Context: an optimization exercise on an open-source flow, tuned for small area. The choices shown serve that exercise and are no tape-out recipe. Function was checked by simulation only, so behaviour that the tests miss may differ from the original. Power figures rest on the tool's default switching activity, not on a simulated workload. No driver is modelled on the clock port, so clocking that relies on it looks cheaper here than on a real chip.

// branch_target_buffer
module branch_target_buffer
#(
    parameter int IDX_BITS = BTB_IDX_BITS,
    parameter int PC_W     = BTB_PC_W
) (
    input  logic            Clk,
    input  logic            Rst,
    input  logic [PC_W-1:0] LookupPC,
    output logic            PredHit,
    output logic            PredTaken,
    output logic [PC_W-1:0] PredTarget,
    input  logic            UpdEn,
    input  logic [PC_W-1:0] UpdPC,
    input  logic            UpdTaken,
    input  logic [PC_W-1:0] UpdTarget,
    input  logic            UpdMispredict,
    output logic [31:0]     MispredictCount
);
For scale: about 2100 cells after synthesis, ~1000 flip-flops, about 170 I/O pins, roughly 38000 sq um of cells after synthesis.
export LEC_CHECK = 0
export CAP_MARGIN = 20
export CORE_MARGIN = 2
export CORE_UTILIZATION = 55
export PLACE_DENSITY = 0.72
export SLEW_MARGIN = 20
export SYNTH_HIERARCHICAL = 1
export SYNTH_MINIMUM_KEEP_SIZE = 0
create_clock -name core_clock -period 7.5 [get_ports {Clk}]
standard.sh (not shown) runs the stock make flow with config.mk's settings and CLKGATE_MAP_FILE= SYNTH_SCRIPT=/design/flow/synth_recipe.tcl, a recipe that flattens the netlist after the stock synthesis.
==> flow/flow/run.sh <==
#!/bin/bash
# Standard ORFS layout with two changes: ports get the smallest buffer
# (buf_1) and clock tree synthesis adds no dummy loads and uses larger
# sink clusters. The make output goes to flow_make.log; each ORFS step
# keeps its own log under orfs/logs/.
set -euo pipefail
cd "$(dirname "$0")/.."
bash standard.sh \
  "BUFFER_PORTS_ARGS=-buffer_cell sky130_fd_sc_hd__buf_1" \
  "CTS_ARGS=-sink_clustering_enable -repair_clock_nets -dont_use_dummy_load -sink_clustering_size 30 -sink_clustering_max_diameter 100" \
  finish > flow_make.log 2>&1
The starting point produced a clean layout.
Edit:
Settings changed: CORE_UTILIZATION 55 to 65, PLACE_DENSITY 0.72 to 0.85.
Cell count goes down by about 5%.
Flip-flop and latch count does not change.
Die area goes down by 15%.
Design area goes down by about 0.7%.
Clock-buffer cell count goes down by 1.
Synthesized cell count is unchanged.
Worst setup slack loses 0.12 ns.
Clock power stays flat.
Wire length goes up by about 0.6%.
Fmax goes down by about 1.6%.
Edit:
==> flow/run.sh (new file) <==
#!/bin/bash
# synth_recipe.tcl (not shown) runs the flow's synth.tcl, then flattens the netlist and writes it again
# the make line also repeats each setting of config.mk as NAME=value (left out here)
make -C /OpenROAD-flow-scripts/flow DESIGN_CONFIG=/design/flow/config.mk WORK_HOME=/design/flow/orfs CLKGATE_MAP_FILE= SYNTH_SCRIPT=/design/flow/synth_recipe.tcl finish
Settings changed: CORE_UTILIZATION 65 to 40, PLACE_DENSITY 0.85 to default.
removed: flow/flow/run.sh
removed: flow/standard.sh
Result: Hold slack loses 0.0076 ns; worst setup slack gains 0.10 ns; via count goes down by 2.4%; global-route usage goes down by 12 points; total power goes up by about 26%; wire length goes up by 8.6%; critical path depth goes up by 2; utilization goes down by 24 points.
Edit:
==> flow/flow/run.sh (new file) <==
#!/bin/bash
# Standard ORFS layout with two changes: ports get the smallest buffer
# (buf_1) and clock tree synthesis adds no dummy loads and uses larger
# sink clusters. The make output goes to flow_make.log; each ORFS step
# keeps its own log under orfs/logs/.
set -euo pipefail
cd "$(dirname "$0")/.."
bash standard.sh \
  "BUFFER_PORTS_ARGS=-buffer_cell sky130_fd_sc_hd__buf_1" \
  "CTS_ARGS=-sink_clustering_enable -repair_clock_nets -dont_use_dummy_load -sink_clustering_size 30 -sink_clustering_max_diameter 100" \
  finish > flow_make.log 2>&1
==> flow/standard.sh (new file) <==
#!/bin/bash
# synth_recipe.tcl (not shown) runs the flow's synth.tcl, then flattens the netlist and writes it again
# the make line also repeats each setting of config.mk as NAME=value (left out here)
make -C /OpenROAD-flow-scripts/flow DESIGN_CONFIG=/design/flow/config.mk WORK_HOME=/design/flow/orfs CLKGATE_MAP_FILE= SYNTH_SCRIPT=/design/flow/synth_recipe.tcl "${@:-finish}"
removed: flow/run.sh
Result: Clock power decreases by 47%. Total power decreases by 20%. Clock skew increases by 0.041 ns. Setup slack gets better by 0.038 ns. Sequential power barely changes. Clock-buffer cell count decreases by 78. Via count decreases by 1.1%. Routed wire length decreases by 0.35%. Fmax increases by 0.52%. Synthesized cell count is unchanged.

[re-timing with driven ports]
The flow's constraints put no driver on any port. The routed layouts listed below were extracted and timed again, unchanged, in two steps.
Step 1, drivers: a clkbuf_16 drives Clk and a buf_2 each remaining input, both assumed.
Step 2 also shifts input and output timing later by t, the mid clock arrival at the registers, as if the neighbouring blocks saw the same clock.
Three values: no drivers, after step 1, after step 2; two values: the first two.
run	shift t [ns]	setup slack, ns	hold WS [ns]	clock arrival spread, ns	worst data-port slew with drivers (ns)
the first run	0.655	0.217 / 0.190 / 0.190	0.502 / 0.502 / 0.502	0.067 / 0.068	0.13
the second run	0.668	0.095 / 0.064 / 0.064	0.512 / 0.512 / 0.512	0.048 / 0.048	0.16
the third run	0.740	0.198 / 0.098 / 0.098	0.504 / 0.504 / 0.504	0.033 / 0.033	0.14
the fourth run	0.684	0.236 / 0.127 / 0.127	0.500 / 0.500 / 0.500	0.094 / 0.094	0.13
After both steps setup and hold are still met in every run listed. For the fourth run, which loses most, drivers alone change the setup slack by -0.109 ns; drivers and shift together by -0.109 ns.
